Context: an optimization exercise on an open-source flow, tuned for small area, a short achievable clock period and few clock cycles per item. The choices shown serve that exercise and are no tape-out recipe.
Only the layout flow was run in this run; the RTL was not checked for function there.
Power figures rest on the tool's default switching activity, not on a simulated workload.

==> design.v <==
`default_nettype none
module md_block_padder (
  input  wire logic        clk,
  input  wire logic        rst_n,
  input  wire logic        in_tvalid,
  output logic             in_tready,
  input  wire logic [7:0]  in_tdata,    
  input  wire logic [0:0]  in_tuser,    
  input  wire logic        in_tlast,    
  output logic             out_tvalid,
  input  wire logic        out_tready,
  output logic [39:0]      out_tdata,   
  output logic [0:0]       out_tuser,   
  output logic             out_tlast,   
  input  wire logic        cfg_valid,
  output logic             cfg_ready,
  input  wire logic [0:0]  cfg_data     
);
  localparam logic [1:0] BLK_DATA = 2'd0;   
  localparam logic [1:0] BLK_PAD  = 2'd1;   
  localparam logic [1:0] BLK_MARK = 2'd2;   
  localparam logic [1:0] BLK_LEN  = 2'd3;   
  logic [7:0]  mem [64];
  logic [5:0]  fill_r;      
  logic [54:0] blk_r;       
  logic        pend_r;      
  logic        job_r;       
  logic [1:0]  jt_r;        
  logic [5:0]  lim_r;       
  logic        jlast_r;     
  logic        jfol_r;      
  logic        jdat_r;      
  logic [3:0]  rp_r;        
  logic        len_be_r;
  logic        ov_r;
  logic [31:0] od_r;
  logic [3:0]  oi_r;
  logic        ou_r;
  logic        ol_r;
  logic        acc, wr, complete, tl, avail, load;
  logic [5:0]  fill_n, n_end;
  logic [31:0] word_nxt;
  logic [63:0] bits;
  assign cfg_ready  = 1'b1;
  assign in_tready  = !pend_r &&
                      !(job_r && ((jdat_r && ((rp_r < fill_r[5:2]) ||
                                              ((rp_r == fill_r[5:2]) && ov_r))) ||
                                  (fill_r == 6'd63)));
  assign acc        = in_tvalid && in_tready;
  assign wr         = acc && in_tuser[0];
  assign tl         = acc && in_tlast;
  assign fill_n     = fill_r + 6'd1;
  assign complete   = wr && (fill_r == 6'd63);
  assign n_end      = wr ? fill_n : fill_r;
  assign avail = job_r;
  assign load  = avail && (!ov_r || out_tready);
  assign bits = {blk_r, lim_r, 3'b000};
  always_comb begin
    logic [5:0] pos;
    logic [2:0] k;
    logic [1:0] t;
    t = jt_r;
    for (int l = 0; l < 4; l++) begin
      pos = {rp_r, 2'(l)};
      k   = pos[2:0];
      if (len_be_r) k = ~k;
      if ((t == BLK_DATA) || ((t != BLK_LEN) && (pos < lim_r))) begin
        word_nxt[8*l +: 8] = mem[pos];
      end else if ((t != BLK_LEN) && (pos == lim_r)) begin
        word_nxt[8*l +: 8] = 8'h80;
      end else if ((t != BLK_MARK) && (pos[5:3] == 3'd7)) begin
        word_nxt[8*l +: 8] = bits[{k, 3'b000} +: 8];
      end else begin
        word_nxt[8*l +: 8] = 8'h00;
      end
    end
  end
  always_ff @(posedge clk) begin
    if (wr) mem[fill_r] <= in_tdata;
  end
  always_ff @(posedge clk) begin
    if (load) begin
      od_r <= word_nxt;
      oi_r <= rp_r;
      ou_r <= (jt_r == BLK_PAD) || (jt_r == BLK_LEN);
      ol_r <= jlast_r && (rp_r == 4'd15);
    end
  end
  always_ff @(posedge clk) begin
    if (!rst_n) begin
      ov_r     <= 1'b0;
      fill_r   <= '0;
      blk_r    <= '0;
      pend_r   <= 1'b0;
      job_r    <= 1'b0;
      jt_r     <= BLK_DATA;
      lim_r    <= '0;
      jlast_r  <= 1'b0;
      jfol_r   <= 1'b0;
      jdat_r   <= 1'b0;
      rp_r     <= '0;
      len_be_r <= 1'b0;
    end else begin
      if (cfg_valid) len_be_r <= cfg_data[0];
      if (load) ov_r <= 1'b1;
      else if (out_tready) ov_r <= 1'b0;
      if (load) begin
        rp_r <= rp_r + 4'd1;
        if (job_r && (rp_r == 4'd15)) begin
          if (jfol_r) begin
            jt_r    <= (jt_r == BLK_DATA) ? BLK_PAD : BLK_LEN;
            if (jt_r == BLK_DATA) lim_r <= '0;
            jlast_r <= 1'b1;
            jfol_r  <= 1'b0;
            jdat_r  <= 1'b0;
          end else begin
            job_r <= 1'b0;
            if ((jt_r == BLK_PAD) || (jt_r == BLK_LEN)) blk_r <= '0;
          end
        end
      end
      if (wr) fill_r <= fill_n;
      if (complete) begin
        blk_r   <= blk_r + 55'd1;
        job_r   <= 1'b1;
        jt_r    <= BLK_DATA;
        jlast_r <= !in_tlast;
        jfol_r  <= in_tlast;
        jdat_r  <= 1'b1;
      end else if (tl) begin
        if (job_r) begin
          pend_r <= 1'b1;
        end else begin
          job_r   <= 1'b1;
          jt_r    <= (n_end[5:3] == 3'd7) ? BLK_MARK : BLK_PAD;
          lim_r   <= n_end;
          jlast_r <= (n_end[5:3] != 3'd7);
          jfol_r  <= (n_end[5:3] == 3'd7);
          jdat_r  <= (n_end != 6'd0);
          fill_r  <= '0;
        end
      end
      if (pend_r && !job_r) begin
        pend_r  <= 1'b0;
        job_r   <= 1'b1;
        jt_r    <= (fill_r[5:3] == 3'd7) ? BLK_MARK : BLK_PAD;
        lim_r   <= fill_r;
        jlast_r <= (fill_r[5:3] != 3'd7);
        jfol_r  <= (fill_r[5:3] == 3'd7);
        jdat_r  <= (fill_r != 6'd0);
        fill_r  <= '0;
      end
    end
  end
  assign out_tvalid = ov_r;
  assign out_tdata  = {4'h0, oi_r, od_r};
  assign out_tuser  = ou_r;
  assign out_tlast  = ol_r;
endmodule
`default_nettype wire
==> run.sh <==
#!/bin/bash
# synth_recipe.tcl (not shown) runs the flow's synth.tcl, then flattens the netlist and writes it again
# the make line also repeats each setting of config.mk as NAME=value (left out here)
make -C /OpenROAD-flow-scripts/flow DESIGN_CONFIG=/design/flow/config.mk WORK_HOME=/design/flow/orfs CLKGATE_MAP_FILE= SYNTH_SCRIPT=/design/flow/synth_recipe.tcl finish
==> config.mk <==
export PLATFORM = sky130hd
export DESIGN_NAME = md_block_padder
export DESIGN_NICKNAME = md_block_padder
export VERILOG_FILES = /design/flow/design.v
export SDC_FILE = /design/flow/constraint.sdc
export NUM_CORES = 4
export LEC_CHECK = 0
export CAP_MARGIN = 20
export CORE_MARGIN = 2
export CORE_UTILIZATION = 40
export SLEW_MARGIN = 20
==> constraint.sdc <==
create_clock -name core_clock -period 5.0 [get_ports {clk}]
set_input_delay 1.0000 -clock core_clock [delete_from_list [all_inputs] [get_ports {clk}]]
set_output_delay 1.0000 -clock core_clock [all_outputs]
set_load 0.01 [all_outputs]
==> run summary <==
logic make-up (layout without fill, tap and decap cells):
family,count (synthesis),after routing,share of synthesized area [%]
and+or+nand+nor,366,366,6.90
adders and majority gates,16,16,0.732
buffers and inverters,145,271,2.20
AOI/OAI and AO/OA,143,143,3.60
other,2,5,0.0285
xor gates and xnor gates,15,15,0.499
DFF,634,634,69.1
muxes,212,212,17.0
sequential cells by signal, summed over array words and instances, names as in the netlist, named ones only:
| register | flops |
|---|---|
| blk_r | 55 |
| fill_r | 6 |
| jdat_r | 1 |
| jfol_r | 1 |
| jlast_r | 1 |
| job_r | 1 |
| jt_r | 2 |
| len_be_r | 1 |
| lim_r | 6 |
| mem | 512 |
| od_r | 32 |
| oi_r | 4 |
| ol_r | 1 |
| ou_r | 1 |
| ov_r | 1 |
| pend_r | 1 |
| rp_r | 4 |
area by class of cell:
class	count	area, µm²
Tap cell	864	1080
Inverter	53	199
Clock inverter	35	352
Timing Repair Buffer	95	856
Multi-Input combinational cell	757	7660
Sequential cell	634	18200
Fill cell	5489	35300
Clock buffer	88	1820
placed cells by master (no fill, tap or decap), types with 6 or more instances in the layout:
master | netlist | layout
a21oi_1 | 35 | 35
and3_1 | 15 | 15
and4_1 | 8 | 8
buf_4 | 5 | 40
clkbuf_1 | 54 | 17
clkbuf_16 | 0 | 69
clkdlybuf4s50_1 | 0 | 47
clkinv_1 | 1 | 13
clkinv_2 | 0 | 9
dfxtp_1 | 84 | 80
edfxtp_1 | 550 | 550
ha_1 | 13 | 13
inv_1 | 52 | 52
mux2_2 | 12 | 12
mux2i_1 | 13 | 13
mux4_2 | 186 | 186
nand2_1 | 76 | 76
nand3_1 | 60 | 60
nand4_1 | 19 | 19
nor2_1 | 106 | 106
nor2b_1 | 6 | 6
nor3_1 | 15 | 15
nor4_1 | 19 | 6
nor4_2 | 1 | 13
o211ai_1 | 11 | 11
o21a_1 | 6 | 6
o21ai_0 | 25 | 25
o22ai_1 | 16 | 16
o31ai_1 | 13 | 13
or3_1 | 9 | 9
or4_1 | 7 | 7
xnor2_1 | 8 | 8
xor2_1 | 7 | 7
metrics by stage:
stage	setup slack (ns)	utilization, %	power (µW)	area (µm²)	hold slack [ns]
after floorplan	1.03	-	6330	26400	0.456
after global placement	1.14	42.7	6610	28000	0.512
after detailed placement	1.13	42.7	6610	28000	0.512
after CTS	0.972	46.0	11500	30200	0.522
after global routing	0.771	46.1	11700	30200	0.553
final	0.982	46.1	11400	30200	0.522
final timing paths:
kind | from | to | slack [ns] | depth (start not counted)
worst max register to register | fill_r[5]$_SDFF_PP0_ | mem[13][5]$_DFFE_PP_ | 1.36 | 8
worst min register to register | blk_r[37]$_SDFFE_PN0P_ | blk_r[37]$_SDFFE_PN0P_ | 0.52 | 2
worst max-delay path | fill_r[5]$_SDFF_PP0_ | in_tready | 0.98 | 7
worst min-delay path | blk_r[37]$_SDFFE_PN0P_ | blk_r[37]$_SDFFE_PN0P_ | 0.52 | 2
routing by layer:
| layer | share of wire [%] | up-vias |
|---|---|---|
| met5 | 0 | - |
| met4 | 2.6 | 0 |
| met3 | 5.9 | 83 |
| met2 | 47 | 447 |
| met1 | 44 | 7507 |
| li1 | - | 6302 |
power groups by stage:
stage / clock [µW] / combinational (µW) / sequential [µW]
2_1_floorplan: 0 / 405 / 5930
3_3_place_gp: 0 / 645 / 5960
3_5_place_dp: 0 / 652 / 5960
4_1_cts: 4970 / 653 / 5850
5_1_grt: 5160 / 693 / 5850
6_report: 4870 / 642 / 5840
worst max-delay path, stage by stage, from the launching register on:
cell	delay, ns
dfxtp_1	0.49
inv_1	0.14
ha_1	0.33
a21oi_1	0.08
and3_1	0.18
a32oi_1	0.27
and2_1	0.33
clkdlybuf4s50_1	0.59
==> results.yml <==
outcome:
  status: "timing/DRC/antenna clean"
timing:
  finalSetupTns_ns: 0
  min_period_ns: 4.02
  hold_violations: 0
  min_period_over_period_pct: 80.4
  max_freq_ghz: 0.249
  drv_slew: 0
  worstMarginPinSlew_ns: 1.09
  finalSetupViolCount: 0
  fin_skew_ns: 0.0208
  relSlewSlack_pct: 27.3
  grt_setup_unrepaired: "no"
cells_and_area:
  antenna_cells: 0
  nets: 1638
  area_growth_pct: 14.6
  drive_above_1_share_pct: 22.4
  fin_cells: 2526
power_and_ir_drop:
  leakage_uw: 0.00926
  power_frac_clock_pct: 42.9
  p_sw_uw: 2480
  p_int_uw: 8880
  peakVddDrop_uv: 223
  p_comb_share_pct: 5.6
  seq_power_share_pct: 51.4
  powerDensity_mw_per_mm2: 376
  switching_share_pct: 21.8
cts:
  clkLatencyLatePin_ns: 0.61
  ctsHoldBuffers: 0
  htreeDepth: 3
  cts_setup_buffers: 0
  cts_tree: "built"
  post_cts_resized: 0
  clock_sink_count: 634
  clk_pin_slew_worst_paths_ns: 0.06
  cts_buffer_depth: 3
  cts_buffers: 68
  cts_root_buf: "clkbuf_16"
setup_path:
  arrival_ns: 3.02
  cp_max_fo: 11
  crit_path_start_kind: "flop"
  worstSetupPathType: "reg2out"
  worst_ep_required_time_ns: 4.00
  crit_path_end_kind: "primary output"
global_routing:
  antenna_found_initial: 1
  grt_pass1_vias: 14400
  busiest_layer: "met2"
  grt_pass1_wl_um: 94100
  use_met1_pct: 26.9
  grt_max_degree: 65
  grt-ovfl-total: 0
  grt_usage_pct: 18.8
  grt_use_met2_pct: 29.5
  met3_usage_pct: 3.55
die:
  die-area_mm2: 0.0679
  die_h_um: 261
  core-area_mm2: 0.0655
  core.rowCount: 94
  die_w_um: 261
  ios: 61
  start_util_pct: 40.2
synthesis:
  yosys-top-cells-area: "edfxtp_1, mux4_2, dfxtp_1"
  syn-mean-instance-area_um2: 17.2
  yosysSeqAreaShare_pct: 69.1
  async_reset_ff_share_pct: 0
  yosysMostFrequentCell: "edfxtp_1"
  netlist.area_leader.share_pct: 62.7
  synth_ff_type: "edfxtp_1"
  synth_edf_count: 550
  syn_area_mm2: 0.0263
  yosysWarnings: 1
  ys_types: 69
  yosysTopAreaCell: "edfxtp_1"
  synth_cells: 1533
  yosys-top-cells-count: "edfxtp_1, mux4_2, nor2_1"
  ys_ff_latch: 634
placement:
  dpl.hpwl_um: 40100
  globalplace.congestion: 0.835
  port_buffers: 55
  dp_cells: 2403
routing:
  drt-total-wl_um: 62500
  drt_iter0_drc: 1498
  postRouteAntennaNets: 0
  via_count: 14300
  drcViolationCount: 0
  wl_per_cell_um: 24.8
  vias_per_cell: 5.68
  drtPass1Iterations: 6
flow_run:
  maxCapViolCount: 0
min_path:
  hold_class: "reg2reg"

separate check: timing with driven ports:
The flow's constraints put no driver on any port. The routed layout listed below was extracted and timed again, unchanged, in two steps.
Step 1 sets driving cells, clkbuf_16 on the clock port and buf_2 on the other inputs (assumed; they add their load-dependent delay and slew).
Step 2 times the ports against the registers' clock, not the clock port: input delays grow and output delays shrink by t, the midpoint of the rising clock arrivals with the driver on.
Three values: ideal ports, drivers, drivers and shift; two values: the first two.
t (ns): 0.661
slack for setup (ns): 0.982 / 0.922 / 1.055
hold slack, ns: 0.522 / 0.522 / 0.522
latest minus earliest clock arrival (ns): 0.022 / 0.021
After both steps this run still meets setup and hold. For this run, drivers alone change the setup slack by -0.060 ns; drivers and shift together by +0.073 ns.
